What follows belongs to an exercise in optimizing a design on an open flow for small area and a short achievable clock period; a production flow would make more cautious choices.
Function was checked by simulation only, so behaviour that the tests miss may differ from the original.

Setup of wip/nickel:
==> flow/design.v (excerpt) <==
module mul_div_unit #(
    parameter int WIDTH   = 32,
    parameter int MUL_LAT = 5,
    parameter int DIV_LAT = 10
) (
    input  logic             clk,
    input  logic             reset,
    input  logic             start,
    input  logic [2:0]       op,
    input  logic [WIDTH-1:0] a,
    input  logic [WIDTH-1:0] b,
    input  logic             flush,
    output logic             busy,
    output logic             done,
    output logic [WIDTH-1:0] hi,
    output logic [WIDTH-1:0] lo
);
Size: roughly 180 flip-flops, roughly 140 I/O pins, ~0.018 mm² of cells after synthesis.
clock: 90.0 ns
lec_check: 0
abc_area: 1
cap_margin: 20
core_margin: 2
core_utilization: 65
gpl_timing_driven: 0
slew_margin: 20
standard.sh (not shown) runs the stock make flow with config.mk's settings and CLKGATE_MAP_FILE= SYNTH_SCRIPT=/design/flow/synth_recipe.tcl, a recipe that flattens the netlist after the stock synthesis.
==> flow/flow/run.sh <==
#!/bin/bash
set -euo pipefail
bash standard.sh \
  BUFFER_PORTS_ARGS="-buffer_cell sky130_fd_sc_hd__buf_1" \
  CTS_ARGS="-sink_clustering_enable -repair_clock_nets -buf_list sky130_fd_sc_hd__clkbuf_16 -dont_use_dummy_load" \
  SETUP_SLACK_MARGIN=71 \
  finish > standard.log 2>&1
Here is what was changed in the inputs of wip/sierra compared with wip/nickel.
- a deleted GPL_TIMING_DRIVEN that had been 0
--- a/flow/flow/run.sh
+++ b/flow/flow/run.sh
@@ -5,3 +5,3 @@
   CTS_ARGS="-sink_clustering_enable -repair_clock_nets -buf_list sky130_fd_sc_hd__clkbuf_16 -dont_use_dummy_load" \
-  SETUP_SLACK_MARGIN=71 \
+  SETUP_SLACK_MARGIN=70.6 \
   finish > standard.log 2>&1
### Flow results
Of wip/sierra and wip/nickel, the lower minimum period implied by the final worst setup slack belongs to wip/nickel. Against wip/nickel, setup slack in wip/sierra came out worse. Re effective utilization at floorplan: no difference whatsoever between wip/sierra and wip/nickel. Lower met3 routing resource usage after global routing was reported by wip/sierra, not wip/nickel. Comparing wip/sierra and wip/nickel, the higher global-route wire length before repair is on wip/nickel. Proportion of layout cells with a drive suffix above 1: lower on wip/sierra. Number of design-rule violations left by the first detailed-router iteration, wip/sierra and wip/nickel: lower on wip/sierra.
Relative to wip/sierra, the following input files were edited for wip/ember:
==> flow/flow/run.sh <==
#!/bin/bash
# The standard layout (standard synthesis included), with the port
# buffers made from the smallest plain buffer, the clock tree built from
# clkbuf_8 and clkbuf_16 without dummy loads, and timing repair aiming for
# a 71 ns setup slack at the design's clock period.
set -euo pipefail
bash standard.sh \
  BUFFER_PORTS_ARGS="-buffer_cell sky130_fd_sc_hd__buf_1" \
  CTS_ARGS="-sink_clustering_enable -repair_clock_nets -buf_list {sky130_fd_sc_hd__clkbuf_8 sky130_fd_sc_hd__clkbuf_16} -dont_use_dummy_load" \
  SETUP_SLACK_MARGIN=71 \
  finish > standard.log 2>&1
### Flow results
- wip/ember — number of signal-net buffers in the layout 11 higher, wip/sierra as reference
- Changes observed in wip/ember relative to wip/sierra: number of inverters outside the clock class in the layout shows no meaningful change, worst setup slack after layout has increased, cell count of the worst reg-to-reg path picked up an extra about 2.5%.
- Number of fill cells in the layout: wip/ember vs wip/sierra down 53
- A class of the most critical setup path of reg -> out is what wip/ember shows, while in -> reg belongs to wip/sierra.
Inputs modified between wip/ember and wip/pepper:
==> flow/flow/run.sh <==
#!/bin/bash
set -euo pipefail
bash standard.sh \
  BUFFER_PORTS_ARGS="-buffer_cell sky130_fd_sc_hd__buf_1" \
  CTS_ARGS="-sink_clustering_enable -repair_clock_nets -buf_list sky130_fd_sc_hd__clkbuf_16 -dont_use_dummy_load" \
  SETUP_SLACK_MARGIN=71.4 \
  finish > standard.log 2>&1
--- outcome ---
Summary of wip/pepper over wip/ember: relative area change from synthesis to final layout grew by 8.4 points, final weighted congestion in routability-driven placement shows a reduction of about 2%, number of maximum-capacitance constraint violations ~0 delta, HPWL after detailed placement -330 µm, post-place setup slack picked up an extra 0.039 ns.
Lower wire length reported by the detailed router goes to wip/ember over wip/pepper.
wip/pepper vs wip/ember: aggregate global-route resource usage up in wip/pepper

---

Starting RTL as in the previous note.
==> flow/config.mk <==
export PLATFORM = sky130hd
export DESIGN_NAME = mul_div_unit
export DESIGN_NICKNAME = mul_div_unit
export VERILOG_FILES = /design/flow/design.v
export SDC_FILE = /design/flow/constraint.sdc
export NUM_CORES = 4
export LEC_CHECK = 0
export ABC_AREA = 1
export CAP_MARGIN = 20
export CORE_MARGIN = 2
export CORE_UTILIZATION = 65
export SLEW_MARGIN = 20
==> flow/constraint.sdc <==
create_clock -name core_clock -period 90.0 [get_ports {clk}]
set_input_delay 18.0000 -clock core_clock [delete_from_list [all_inputs] [get_ports {clk}]]
set_output_delay 18.0000 -clock core_clock [all_outputs]
set_load 0.01 [all_outputs]
==> flow/flow/run.sh <==
#!/bin/bash
set -euo pipefail
bash standard.sh \
  BUFFER_PORTS_ARGS="-buffer_cell sky130_fd_sc_hd__buf_1" \
  CTS_ARGS="-sink_clustering_enable -repair_clock_nets -buf_list sky130_fd_sc_hd__clkbuf_16 -dont_use_dummy_load" \
  SETUP_SLACK_MARGIN=70.8 \
  finish > standard.log 2>&1
Edit:
CORE_UTILIZATION = 78   (was 65)
Worst setup slack gets worse by 56 ps; via count came out higher by a few percent; final cell count falls slightly; design area stays flat.

[re-timing with driven ports]
The results above use ideal ports. As a check the final layouts listed here were re-extracted and re-timed, cells and wires unchanged.
Step 1 assumes that a clkbuf_16 drives the clock port and a buf_2 every other input.
Step 2 also shifts input and output timing later by t, the mid clock arrival at the registers, as if the neighbouring blocks saw the same clock.
Three values: ideal, step 1, step 2; two values: the first two.
| run | t, ns | setup slack, ns | worst setup path at the end | worst slew at a driven data input, ns | cell pins on the clock port's net |
|---|---|---|---|---|---|
| wip/nickel | 0.490 | 71.003 / 70.947 / 70.622 | input to register | 0.04 | 1 |
| wip/sierra | 0.491 | 70.821 / 70.853 / 70.362 | input to register | 0.04 | 1 |
| wip/ember | 0.495 | 70.961 / 70.908 / 70.598 | input to register | 0.04 | 1 |
| wip/pepper | 0.504 | 70.978 / 70.922 / 70.683 | input to register | 0.07 | 1 |
| the first run of note 2 | 0.491 | 70.942 / 70.891 / 70.535 | input to register | 0.04 | 1 |
| the second run of note 2 | 0.494 | 70.886 / 70.905 / 70.421 | input to register | 0.04 | 1 |
After both steps setup and hold are still met in every run listed. For the second run of note 2, which loses most, drivers alone change the setup slack by +0.019 ns; drivers and shift together by -0.465 ns.
